What follows belongs to an exercise in optimizing a design on an open flow for small area, a short achievable clock period and few clock cycles; a production flow would make more cautious choices.
Function was not checked in any run shown here: the RTL went through the layout flow alone.
No activity file was given, so power comes from the tool's default toggle rates.

==> design/flow/run.sh <==
#!/bin/bash
# synth_recipe.tcl (not shown) runs the flow's synth.tcl, then flattens the netlist and writes it again
# the make line also repeats each setting of config.mk as NAME=value (left out here)
make -C /OpenROAD-flow-scripts/flow DESIGN_CONFIG=/design/flow/config.mk WORK_HOME=/design/flow/orfs CLKGATE_MAP_FILE= SYNTH_SCRIPT=/design/flow/synth_recipe.tcl finish
==> design/flow/config.mk <==
export PLATFORM = sky130hd
export DESIGN_NAME = cluster_centroid_n
export DESIGN_NICKNAME = cluster_centroid_n
export VERILOG_FILES = /design/flow/design.v
export SDC_FILE = /design/flow/constraint.sdc
export NUM_CORES = 4
export LEC_CHECK = 0
export CAP_MARGIN = 20
export CORE_MARGIN = 2
export CORE_UTILIZATION = 40
export SLEW_MARGIN = 20
==> design/flow/constraint.sdc <==
create_clock -name core_clock -period 8.0 [get_ports {clk}]
set_input_delay 1.6000 -clock core_clock [delete_from_list [all_inputs] [get_ports {clk}]]
set_output_delay 1.6000 -clock core_clock [all_outputs]
set_load 0.01 [all_outputs]
==> design/flow/design.v <==
module cluster_centroid_n #(
  parameter int IMG_WIDTH    = 640,
  parameter int IMG_HEIGHT   = 480,
  parameter int NUM_CLUSTERS = 3,
  parameter int COLOR_W      = 12,
  parameter int DIST_THRESH  = 64,
  parameter int MIN_COUNT    = 4,
  localparam int XW = $clog2(IMG_WIDTH),
  localparam int YW = $clog2(IMG_HEIGHT),
  localparam int IW = (NUM_CLUSTERS > 1) ? $clog2(NUM_CLUSTERS) : 1
) (
  input  logic                         clk,
  input  logic                         rst,
  input  logic signed [COLOR_W-1:0]    pixel_r,
  input  logic signed [COLOR_W-1:0]    pixel_g,
  input  logic signed [COLOR_W-1:0]    pixel_b,
  input  logic                         pixel_valid,
  input  logic [XW-1:0]                x,
  input  logic [YW-1:0]                y,
  input  logic                         ref_wr_en,
  input  logic [IW-1:0]                ref_wr_idx,
  input  logic signed [COLOR_W-1:0]    ref_wr_r,
  input  logic signed [COLOR_W-1:0]    ref_wr_g,
  input  logic signed [COLOR_W-1:0]    ref_wr_b,
  output logic [NUM_CLUSTERS*XW-1:0]   centroid_x,
  output logic [NUM_CLUSTERS*YW-1:0]   centroid_y,
  output logic [NUM_CLUSTERS-1:0]      found,
  output logic                         frame_done,
  output logic                         busy,
  output logic                         overrun
);
  localparam int NC     = NUM_CLUSTERS;
  localparam int DW     = COLOR_W + 1;                
  localparam int AW     = $clog2(DIST_THRESH + 1);    
  localparam int SDW    = AW + 2;                     
  localparam int CW     = $clog2(IMG_WIDTH * IMG_HEIGHT + 1);
  localparam int SUM_W  = $clog2(IMG_WIDTH * IMG_WIDTH * IMG_HEIGHT);
  localparam int RW     = CW;                         
  localparam int XDW    = RW + XW;                    
  localparam int STW    = $clog2(XW + 1);
  logic                      r0_valid, r0_eof;
  logic signed [COLOR_W-1:0] r0_r, r0_g, r0_b;
  logic [XW-1:0]             r0_x;
  logic [YW-1:0]             r0_y;
  logic                      r0_we;
  logic [IW-1:0]             r0_widx;
  logic signed [COLOR_W-1:0] r0_wr, r0_wg, r0_wb;
  logic signed [COLOR_W-1:0] r_ref_r [NC];
  logic signed [COLOR_W-1:0] r_ref_g [NC];
  logic signed [COLOR_W-1:0] r_ref_b [NC];
  logic                 r1_valid, r1_eof;
  logic [XW-1:0]        r1_x;
  logic [YW-1:0]        r1_y;
  logic [NC-1:0]        r1_ok;
  logic [SDW-1:0]       r1_d [NC];
  localparam int SCW = 4;                        
  localparam int SXW = $clog2(XW * IMG_WIDTH);   
  localparam int SYW = $clog2(XW * IMG_HEIGHT);  
  logic [CW-1:0]    r_cnt [NC];
  logic [XDW-1:0]   r_sx  [NC];                  
  logic [XDW-1:0]   r_sy  [NC];
  logic [SCW-1:0]   r_scnt [NC];
  logic [SXW-1:0]   r_ssx  [NC];
  logic [SYW-1:0]   r_ssy  [NC];
  logic [NC-1:0]    w_hit;
  logic [CW-1:0]    w_fin_cnt [NC];
  logic [SUM_W-1:0] w_fin_sx  [NC];
  logic [SUM_W-1:0] w_fin_sy  [NC];
  logic [SCW-1:0]   w_sfin_cnt [NC];
  logic [SXW-1:0]   w_sfin_sx  [NC];
  logic [SYW-1:0]   w_sfin_sy  [NC];
  logic             r_div;
  logic [STW-1:0]   r_step;
  logic             w_last;
  logic [NC-1:0]    w_gex, w_gey;
  logic [RW-1:0]    w_rx [NC];
  logic [RW-1:0]    w_ry [NC];
  logic [NC*XW-1:0] r_centroid_x;
  logic [NC*YW-1:0] r_centroid_y;
  logic [NC-1:0]    r_found;
  logic             r_frame_done, r_busy;
  function automatic logic [AW:0] chan(input logic signed [COLOR_W-1:0] p,
                                       input logic signed [COLOR_W-1:0] q);
    logic signed [DW-1:0] t;
    logic [AW-1:0] m;
    logic ok;
    t  = DW'(p) - DW'(q);
    ok = (t >= -DW'(DIST_THRESH)) && (t <= DW'(DIST_THRESH));
    m  = t[DW-1] ? AW'(-t) : AW'(t);
    chan = {ok, m};
  endfunction
  always_ff @(posedge clk) begin
    if (rst) begin
      r0_valid <= 1'b0;
      r0_eof   <= 1'b0;
      r0_we    <= 1'b0;
    end else begin
      r0_valid <= pixel_valid;
      r0_eof   <= pixel_valid && x == XW'(IMG_WIDTH - 1) && y == YW'(IMG_HEIGHT - 1);
      r0_we    <= ref_wr_en && ref_wr_idx < IW'(NC);
    end
  end
  always_ff @(posedge clk) begin
    r0_r    <= pixel_r;
    r0_g    <= pixel_g;
    r0_b    <= pixel_b;
    r0_x    <= x;
    r0_y    <= y;
    r0_widx <= ref_wr_idx;
    r0_wr   <= ref_wr_r;
    r0_wg   <= ref_wr_g;
    r0_wb   <= ref_wr_b;
  end
  always_ff @(posedge clk) begin
    if (rst) begin
      for (int k = 0; k < NC; k++) begin
        r_ref_r[k] <= COLOR_W'(50  + 450 * k);
        r_ref_g[k] <= COLOR_W'(100 + 450 * k);
        r_ref_b[k] <= COLOR_W'(150 + 450 * k);
      end
    end else begin
      for (int k = 0; k < NC; k++) begin
        if (r0_we && r0_widx == IW'(k)) begin
          r_ref_r[k] <= r0_wr;
          r_ref_g[k] <= r0_wg;
          r_ref_b[k] <= r0_wb;
        end
      end
    end
  end
  always_ff @(posedge clk) begin
    if (rst) begin
      r1_valid <= 1'b0;
      r1_eof   <= 1'b0;
    end else begin
      r1_valid <= r0_valid;
      r1_eof   <= r0_eof;
    end
  end
  always_ff @(posedge clk) begin
    logic [AW:0] cr, cg, cb;
    r1_x <= r0_x;
    r1_y <= r0_y;
    for (int k = 0; k < NC; k++) begin
      cr = chan(r0_r, r_ref_r[k]);
      cg = chan(r0_g, r_ref_g[k]);
      cb = chan(r0_b, r_ref_b[k]);
      r1_ok[k] <= cr[AW] && cg[AW] && cb[AW];
      r1_d[k]  <= SDW'(cr[AW-1:0]) + SDW'(cg[AW-1:0]) + SDW'(cb[AW-1:0]);
    end
  end
  always_comb begin
    logic [NC-1:0] m;
    for (int k = 0; k < NC; k++)
      m[k] = r1_valid && r1_ok[k] && r1_d[k] <= SDW'(DIST_THRESH);
    for (int k = 0; k < NC; k++) begin
      w_hit[k] = m[k];
      for (int j = 0; j < NC; j++) begin
        if (j < k && m[j] && r1_d[j][AW-1:0] <= r1_d[k][AW-1:0]) w_hit[k] = 1'b0;
        if (j > k && m[j] && r1_d[j][AW-1:0] <  r1_d[k][AW-1:0]) w_hit[k] = 1'b0;
      end
    end
    for (int k = 0; k < NC; k++) begin
      w_fin_cnt[k]  = r_cnt[k] + (w_hit[k] ? CW'(1) : CW'(0));
      w_fin_sx[k]   = r_sx[k][SUM_W-1:0] + (w_hit[k] ? SUM_W'(r1_x) : SUM_W'(0));
      w_fin_sy[k]   = r_sy[k][SUM_W-1:0] + (w_hit[k] ? SUM_W'(r1_y) : SUM_W'(0));
      w_sfin_cnt[k] = r_scnt[k] + (w_hit[k] ? SCW'(1) : SCW'(0));
      w_sfin_sx[k]  = r_ssx[k] + (w_hit[k] ? SXW'(r1_x) : SXW'(0));
      w_sfin_sy[k]  = r_ssy[k] + (w_hit[k] ? SYW'(r1_y) : SYW'(0));
    end
  end
  always_comb begin
    logic [RW:0] tx, ty;
    w_last = r_step == STW'(XW - 1);
    for (int k = 0; k < NC; k++) begin
      tx = r_sx[k][XDW-1:XW-1];
      ty = r_sy[k][XDW-1:XW-1];
      w_gex[k] = tx >= {1'b0, r_cnt[k]};
      w_gey[k] = ty >= {1'b0, r_cnt[k]};
      w_rx[k]  = w_gex[k] ? RW'(tx - {1'b0, r_cnt[k]}) : tx[RW-1:0];
      w_ry[k]  = w_gey[k] ? RW'(ty - {1'b0, r_cnt[k]}) : ty[RW-1:0];
    end
  end
  always_ff @(posedge clk) begin
    for (int k = 0; k < NC; k++) begin
      if (rst) begin
        r_cnt[k] <= '0;
        r_sx[k]  <= '0;
        r_sy[k]  <= '0;
      end else if (r_div && w_last) begin
        r_cnt[k] <= CW'(w_sfin_cnt[k]);
        r_sx[k]  <= XDW'(w_sfin_sx[k]);
        r_sy[k]  <= XDW'(w_sfin_sy[k]);
      end else if (r_div) begin
        r_sx[k]  <= {w_rx[k], r_sx[k][XW-2:0], w_gex[k]};
        r_sy[k]  <= {w_ry[k], r_sy[k][XW-2:0], w_gey[k]};
      end else begin
        r_cnt[k] <= w_fin_cnt[k];
        r_sx[k]  <= XDW'(w_fin_sx[k]);
        r_sy[k]  <= XDW'(w_fin_sy[k]);
      end
    end
  end
  always_ff @(posedge clk) begin
    for (int k = 0; k < NC; k++) begin
      if (r_div) begin
        r_scnt[k] <= w_sfin_cnt[k];
        r_ssx[k]  <= w_sfin_sx[k];
        r_ssy[k]  <= w_sfin_sy[k];
      end else begin
        r_scnt[k] <= '0;
        r_ssx[k]  <= '0;
        r_ssy[k]  <= '0;
      end
    end
  end
  always_ff @(posedge clk) begin
    if (rst) begin
      r_div        <= 1'b0;
      r_step       <= '0;
      r_busy       <= 1'b0;
      r_frame_done <= 1'b0;
      r_found      <= '0;
      r_centroid_x <= '0;
      r_centroid_y <= '0;
    end else begin
      r_frame_done <= 1'b0;
      if (r1_eof) begin
        r_div  <= 1'b1;
        r_step <= '0;
        r_busy <= 1'b1;
      end else if (r_div) begin
        r_step <= r_step + STW'(1);
        if (w_last) begin
          r_div        <= 1'b0;
          r_busy       <= 1'b0;
          r_frame_done <= 1'b1;
          for (int k = 0; k < NC; k++) begin
            r_found[k] <= r_cnt[k] >= CW'(MIN_COUNT);
            if (r_cnt[k] >= CW'(MIN_COUNT)) begin
              r_centroid_x[k*XW +: XW] <= {r_sx[k][XW-2:0], w_gex[k]};
              r_centroid_y[k*YW +: YW] <= {r_sy[k][YW-2:0], w_gey[k]};
            end
          end
        end
      end
    end
  end
  assign centroid_x = r_centroid_x;
  assign centroid_y = r_centroid_y;
  assign found      = r_found;
  assign frame_done = r_frame_done;
  assign busy       = r_busy;
  assign overrun    = 1'b0;
endmodule
==> reports/summary.txt, run 1 <==
Status = timing/DRC/antenna clean
Final #Nets = 5680
Syn_nets = 5573
Hold crit path type = reg -> reg
RSZ-0062 raised after global routing = no
Hold-fix buffers, CTS = 0
Reg-to-reg setup timing slack = 2.12 ns
Max Slew Vio Count = 0
Global-route wire length before repair = 191 mm
Max cap viols = 0
Setup Skew = 0.0323 ns
R2r worst-path depth = 24
Minimum clock period = 5.88 ns
TritonCTS clock tree = yes
Clk Latency, worst-skew pair = 0.66 ns
Max Fanout on Critical Path = 21
Tightest Pin Transition = 1.18 ns
Yosys warning total = 19
Pre-Repair DR Iteration Count = 7
Antenna violations before repair = 3
CP Class = reg -> reg
Fin util = 0.457
Area grow syn2layout = 13.5%
Longest Clk Path Bufs = 3
Worst Hold Path Cells = 0
Initial Utilization = 0.402
Syn Inst Count = 5029
Routed wire per std cell = 18.7 um
Via/cell ratio = 5.46
Post-cts sizing count = 0
Crit end category = register
Vias = 35878
Num CTS Buffers = 76
# IOs = 160
Worst Path Arrival = 6.37 ns
First-iteration detailed-routing DRC count = 2651
Gr usage total = 0.225
Area leader, netlist = dfxtp_1
Die height = 326 um
Mean post-synth cell area = 8.27 um2
Crit path depth = 24
Core ar. = 103000 um2
R2r startpoint = r1_d[1][1]$_DFF_P_
I/O Buffers = 158
Largest net degree at the start of global routing = 135
Max H-tree Level = 3
Min-delay src = r0_x[7]$_DFF_P_
Switching Power = 2.39 mW
Share of cells above drive strength 1 = 0.0451
Hold worst-path end = r1_x[7]$_DFF_P_
Antenna viol nets, final = 0
Post-Syn Area = 41600 um2
Worst path slowest cell = a2111oi_0
Post-synthesis async set-or-reset flop share = 0
FF-to-FF End = r_sx[1][18]$_SDFF_PP0_
CP top delay family = compound AO/OA/AOI/OAI gates
Worst-path clk slew = 0.06 ns
CP peak stage delay = 0.85 ns
WL final = 123 mm
Max Freq = 170 MHz
Setup TNS Final = 0 ns
Leakage = 19.6 nW
Sw Share = 0.280
Site Rows = 118
Post-synth top flop = dfxtp_1
Critical Path, Cell by Cell = inv_1 > ha_1 > nor2b_1 > o21a_1 > o21a_1 > o21a_1 > o21ai_0 > nand2b_1 > a21oi_1 > a41oi_1 > o221a_2 > and2_1 > ha_1 > fa_1 > a21o_1 > a21oi_1 > o21bai_1 > a2111oi_0 > o31ai_1 > nand2b_1 > nor2_1 > xor2_1 > o21ai_0 > a21oi_1
Setup Viol. Count Final = 0
Post-synth EDFFs = 0
Yosys reg bits = 643
Reg power frac = 0.400
# DRC = 0
Vias in the first global route = 33432
Pwr per Cell Area = 181 nW/um2
Period utilization = 0.735
Logic gate share of total power = 0.173
Placer Congestion = 0.958
Post-CTS setup buffers = 0
Most frequent cell after synthesis = dfxtp_1
ANT cells = 0
Worst VDD drop = 0.163 mV
Buf/Inv on CP = 1
Chip Width = 326 um
Die Area = 107000 um2
Final hold violation count = 0
Sequential area share after synthesis = 0.310
Root Driver = clkbuf_16
Ranking of synthesized cells by area = dfxtp_1, ha_1, xnor2_1, a21oi_1, nand2_1
Grt total ovfl = 0
Max_slew headroom = 0.191
CP Data Required Time = 8.49 ns
Pint = 6.15 mW
Share of the synthesized area in the top cell type = 0.310
Hpwl dp = 92.2 mm
Yosys cell types = 101
Clk pwr share = 0.427
CTS sink count = 643
Commonest cells in the netlist = dfxtp_1, nand2_1, nor2_1
Crit path launch type = register
-- logic make-up (layout without fill, tap and decap cells) --
logic type | count (synthesis) | after routing | synth area share
AND/OR/NAND/NOR | 1621 | 1621 | 0.183
AO/OA/AOI/OAI | 1197 | 1197 | 0.188
multiplexers | 118 | 118 | 0.0285
XOR/XNOR | 461 | 461 | 0.0971
other | 1 | 1 | 0.0000902
flip-flops | 643 | 643 | 0.310
buffers and inverters | 540 | 704 | 0.0498
adder cells (fa/ha/maj) | 448 | 448 | 0.144
-- cell type report --
cell class	instances	area, um2
Fill cell	10294	56200
Multi-Input combinational cell	3846	26700
Sequential cell	643	12900
Clock buffer	100	2150
Timing Repair Buffer	195	1880
Tap cell	1380	1730
Inverter	374	1410
Clock inverter	35	457
-- cells in the final DEF, fill, tap and decap left out, types with 33 or more instances in the layout --
| cell type | Yosys | routed |
|---|---|---|
| a211oi_1 | 41 | 41 |
| a21o_1 | 88 | 88 |
| a21oi_1 | 371 | 371 |
| a311oi_1 | 37 | 37 |
| a31oi_1 | 33 | 33 |
| and2_1 | 136 | 136 |
| and3_1 | 42 | 42 |
| buf_4 | 4 | 36 |
| clkbuf_16 | 0 | 79 |
| clkdlybuf4s50_1 | 0 | 157 |
| dfxtp_1 | 643 | 642 |
| fa_1 | 51 | 51 |
| ha_1 | 396 | 396 |
| inv_1 | 373 | 372 |
| mux2i_1 | 115 | 115 |
| nand2_1 | 483 | 481 |
| nand3_1 | 121 | 121 |
| nand4_1 | 52 | 52 |
| nor2_1 | 468 | 464 |
| nor2b_1 | 60 | 60 |
| nor3_1 | 96 | 96 |
| nor4_1 | 36 | 36 |
| o211ai_1 | 65 | 65 |
| o21a_1 | 37 | 37 |
| o21ai_0 | 224 | 224 |
| o21bai_1 | 47 | 47 |
| xnor2_1 | 322 | 322 |
| xor2_1 | 139 | 139 |
-- power groups by stage --
stage               combinational [mW]  sequential (mW)  clock [mW]
CTS                               1.47             3.42        3.74
detailed placement                1.46             3.49           0
floorplan                         1.08             3.45           0
finish                            1.48             3.42        3.65
global route                      1.66             3.43        3.85
global placement                  1.45             3.49           0
-- metrics by stage --
stage / instance area [um2] / worst slack (ns) / total power [mW] / std cells / hold slack [ns]
final: 47200 / 2.12 / 8.54 / 6573 / 0.324
after global routing: 47200 / 1.76 / 8.95 / 6573 / 0.326
after CTS: 47200 / 2.24 / 8.63 / 6573 / 0.325
after detailed placement: 44600 / 2.33 / 4.95 / 6438 / 0.312
after global placement: 44600 / 2.36 / 4.94 / 6438 / 0.311
after floorplan: 41600 / 3.28 / 4.52 / 5029 / 0.310
-- worst max-delay path by stage --
stage | from | endpoint | slack, ns
3_5_place_dp | r1_d[1][1]$_DFF_P_ | r_sx[1][18]$_SDFF_PP0_ | 2.33
2_1_floorplan | r0_r[0]$_DFF_P_ | r1_d[1][7]$_DFF_P_ | 3.28
6_report | r1_d[1][1]$_DFF_P_ | r_sx[1][18]$_SDFF_PP0_ | 2.12
3_3_place_gp | r1_d[1][1]$_DFF_P_ | r_sx[1][20]$_SDFF_PP0_ | 2.36
5_1_grt | r1_d[1][1]$_DFF_P_ | r_sx[1][22]$_SDFF_PP0_ | 1.76
4_1_cts | r1_d[1][1]$_DFF_P_ | r_sx[1][18]$_SDFF_PP0_ | 2.24
-- flip-flops by register name, indices dropped and copies added (netlist names), 9 cells and up --
signal and cells:
r_sx 87, r_centroid_x 30, r_ssx 39, r0_b 12, r0_wg 12, r0_wb 12
r0_r 12, r_cnt 57, r_scnt 12, r0_g 12, r_ref_g 36, r1_x 10
r_sy 87, r1_y 9, r1_d 27, r0_wr 12, r_centroid_y 27, r0_x 10
r0_y 9, r_ssy 39, r_ref_r 36, r_ref_b 36
-- routing by layer --
layer,global-route usage,routed length [um],up-vias
li1,-,-,17845
met1,0.333,61600,17007
met2,0.344,51900,884
met3,0.0296,6750,140
met4,0.0567,2570,2
met5,0,13,-
==> inputs of run 2 (changes only) <==
--- a/design/flow/config.mk
+++ b/design/flow/config.mk
@@ -8,4 +8,5 @@
 export CAP_MARGIN = 20
 export CORE_MARGIN = 2
 export CORE_UTILIZATION = 40
+export SETUP_SLACK_MARGIN = 4
 export SLEW_MARGIN = 20
==> reports/summary.txt, run 2 <==
Status = timing/DRC/antenna clean
Min-delay src = r0_y[3]$_DFF_P_
RSZ-0062 raised after global routing = yes
Gr usage total = 0.236
Share of the synthesized area in the top cell type = 0.310
Max H-tree Level = 3
Post-synth top flop = dfxtp_1
Max Fanout on Critical Path = 4
I/O Buffers = 158
Hpwl dp = 91.8 mm
Most frequent cells in the layout = dfxtp_1, nand2_1, nor2_1
Initial Utilization = 0.402
Grt total ovfl = 0
Max Slew Vio Count = 0
Clk Latency, worst-skew pair = 0.65 ns
Commonest cells in the netlist = dfxtp_1, nand2_1, nor2_1
# IOs = 160
Chip Width = 326 um
Most frequent cell after synthesis = dfxtp_1
Core ar. = 103000 um2
Period utilization = 0.566
Pre-Repair DR Iteration Count = 6
Longest Clk Path Bufs = 3
Hold crit path type = reg -> reg
Sequential area share after synthesis = 0.310
Syn Inst Count = 5029
Max Freq = 221 MHz
CTS sink count = 643
Max_slew headroom = 0.328
Setup slack after layout = 3.47 ns
Antenna violations before repair = 10
CP Class = reg -> reg
Largest net degree at the start of global routing = 161
Leakage = 22.0 nW
Crit end category = register
Setup TNS Final = 0 ns
Grt met3 use = 0.0274
Reg-to-reg setup timing slack = 3.47 ns
Pwr Total = 9.25 mW
Most common cell after layout, fill and taps aside = dfxtp_1
Yosys cell types = 101
Number of fill cells = 9491
Die height = 326 um
Tightest Pin Transition = 1.01 ns
Hold worst-path end = r1_y[3]$_DFF_P_
Pwr per Cell Area = 172 nW/um2
Post-Syn Area = 41600 um2
Post-synthesis async set-or-reset flop share = 0
CP Data Required Time = 8.54 ns
Post-synth EDFFs = 0
ANT cells = 0
Worst-path clk slew = 0.06 ns
Final #Nets = 5963
Most used routing layer = met2
Num CTS Buffers = 75
Worst Path Arrival = 5.07 ns
WL final = 133 mm
Syn_nets = 5573
Ranking of synthesized cells by area = dfxtp_1, ha_1, xnor2_1, a21oi_1, nand2_1
Hold-fix buffers, CTS = 0
R2r worst-path depth = 27
Die Area = 107000 um2
Crit path launch type = register
Via/cell ratio = 5.53
Global-route wire length before repair = 201 mm
Max cap viols = 0
R2r startpoint = r1_d[0][1]$_DFF_P_
Dpl ws = 2.94 ns
Worst VDD drop = 0.160 mV
Minimum clock period = 4.53 ns
Area grow syn2layout = 29.1%
FF-to-FF End = r_sx[2][4]$_SDFF_PP0_
First-iteration detailed-routing DRC count = 2958
Placer Congestion = 0.931
M1 GR Usage = 0.344
Site Rows = 118
Final hold violation count = 0
Routed wire per std cell = 19.4 um
# DRC = 0
Area leader, netlist = dfxtp_1
Setup Viol. Count Final = 0
Share of cells above drive strength 1 = 0.195
Worst Hold Path Cells = 0
Mean post-synth cell area = 8.27 um2
Yosys warning total = 19
Vias = 37913
Yosys reg bits = 643
Antenna viol nets, final = 0
Setup Skew = 0.0321 ns
TritonCTS clock tree = yes
Met2 usage = 0.366
Largest regs = r_sx: 87 flops, r_sy: 87 flops, r_cnt: 57 flops
Vias in the first global route = 35429
Root Driver = clkbuf_16
[run 2: cell type report]
class,instances,area (um2),area share
Inverter,374,1410,0.0263
Multi-Input combinational cell,3847,30500,0.568
Clock buffer,111,2360,0.0439
Clock inverter,29,377,0.00702
Timing Repair Buffer,478,4410,0.0822
Sequential cell,643,12900,0.240
Tap cell,1380,1730,0.0322
[run 2: report_power, final]
group | leakage (nW) | switching (mW) | internal (mW)
logic | 15.4 | 1.05 | 1.00
registers | 5.24 | 0.110 | 3.33
clock network | 1.34 | 1.48 | 2.28
[run 2: worst max-delay path by stage]
stage / start / endpoint / slack [ns] / cells after the start
detailed placement: r1_d[1][1]$_DFF_P_ / r_sy[0][25]$_SDFF_PP0_ / 2.94 / 24
global route: r0_r[0]$_DFF_P_ / r1_d[2][7]$_DFF_P_ / 3.22 / 25
floorplan: r0_r[0]$_DFF_P_ / r1_d[1][7]$_DFF_P_ / 3.70 / 23
finish: r1_d[0][1]$_DFF_P_ / r_sx[2][4]$_SDFF_PP0_ / 3.47 / 27
CTS: r0_g[0]$_DFF_P_ / r1_d[2][6]$_DFF_P_ / 3.46 / 23
global placement: r1_d[1][1]$_DFF_P_ / r_sx[1][20]$_SDFF_PP0_ / 2.95 / 24
[run 2: logic make-up (layout without fill, tap and decap cells)]
| family | count (synthesis) | after routing | synth area share |
|---|---|---|---|
| adders and majority gates | 448 | 448 | 0.144 |
| buffers and inverters | 540 | 992 | 0.0498 |
| AOI/OAI and AO/OA | 1197 | 1198 | 0.188 |
| and+or+nand+nor | 1621 | 1621 | 0.183 |
| xor gates and xnor gates | 461 | 461 | 0.0971 |
| DFF | 643 | 643 | 0.310 |
| other | 1 | 1 | 0.0000902 |
| muxes | 118 | 118 | 0.0285 |
[run 2: timing repair]
| item | in CTS | in global routing |
|---|---|---|
| gates cloned | 3 | 0 |
| pin swaps | 245 | 338 |
| resized for setup | 334 | 372 |
| endpoints found under the setup margin | 204 | 214 |
| buffers inserted | 170 | 112 |
[run 2: through the flow]
stage	hold slack, ns	cell area, um2	cells	utilization
2_1_floorplan	0.310	42200	5029	-
4_1_cts	0.316	50900	6750	0.493
6_report	0.319	53700	6862	0.519
3_3_place_gp	0.311	45200	6437	0.438
3_5_place_dp	0.312	45200	6437	0.438
5_1_grt	0.324	53700	6862	0.519
[run 2: worst max-delay path, cell delays in order, from the launching register on]
cell and delay [ns]:
dfxtp_4 0.36, buf_6 0.11, or4_4 0.55, o31ai_4 0.22
nand4_4 0.13, buf_6 0.14, o2bb2ai_4 0.16, nor2_4 0.05
buf_6 0.13, buf_6 0.12, and2_4 0.17, ha_4 0.27
a21o_1 0.15, a21oi_2 0.08, buf_4 0.14, buf_4 0.13
buf_4 0.13, buf_6 0.11, buf_6 0.11, buf_4 0.12
buf_4 0.13, buf_4 0.13, buf_4 0.13, buf_4 0.12
buf_6 0.11, xnor2_2 0.14, nor2_1 0.06, a311oi_1 0.26
[run 2: per-layer routing]
metal / share of wire / vias to the layer above
li1: - / 18393
met1: 0.48 / 18263
met2: 0.44 / 1051
met3: 0.060 / 202
met4: 0.024 / 4
met5: 0.00020 / -

afterwards: timing with drivers on the ports:
Ports are ideal in the flow. The routed layouts listed here were re-timed in OpenROAD. Step 1 (the two cells are an assumption about what drives the block):
set clk [get_ports {clk}]
set_driving_cell -lib_cell sky130_fd_sc_hd__clkbuf_16 $clk
set_driving_cell -lib_cell sky130_fd_sc_hd__buf_2 [delete_from_list [all_inputs] $clk]
Step 2, shift: input delay + t, output delay - t, t = (earliest + latest rising clock arrival at the registers) / 2. This alone moves slack from input paths to output paths. Slacks: ideal ports / drivers / drivers and shift; pairs: ideal ports / drivers.
run | shift t [ns] | setup WS [ns] | worst setup path after step 2 | worst register clock-pin slew, ns
run 1 | 0.707 | 2.118 / 2.118 / 2.118 | register to register | 0.07 / 0.07
run 2 | 0.718 | 3.468 / 3.468 / 3.468 | register to register | 0.07 / 0.07
After both steps every run listed still meets setup and hold.
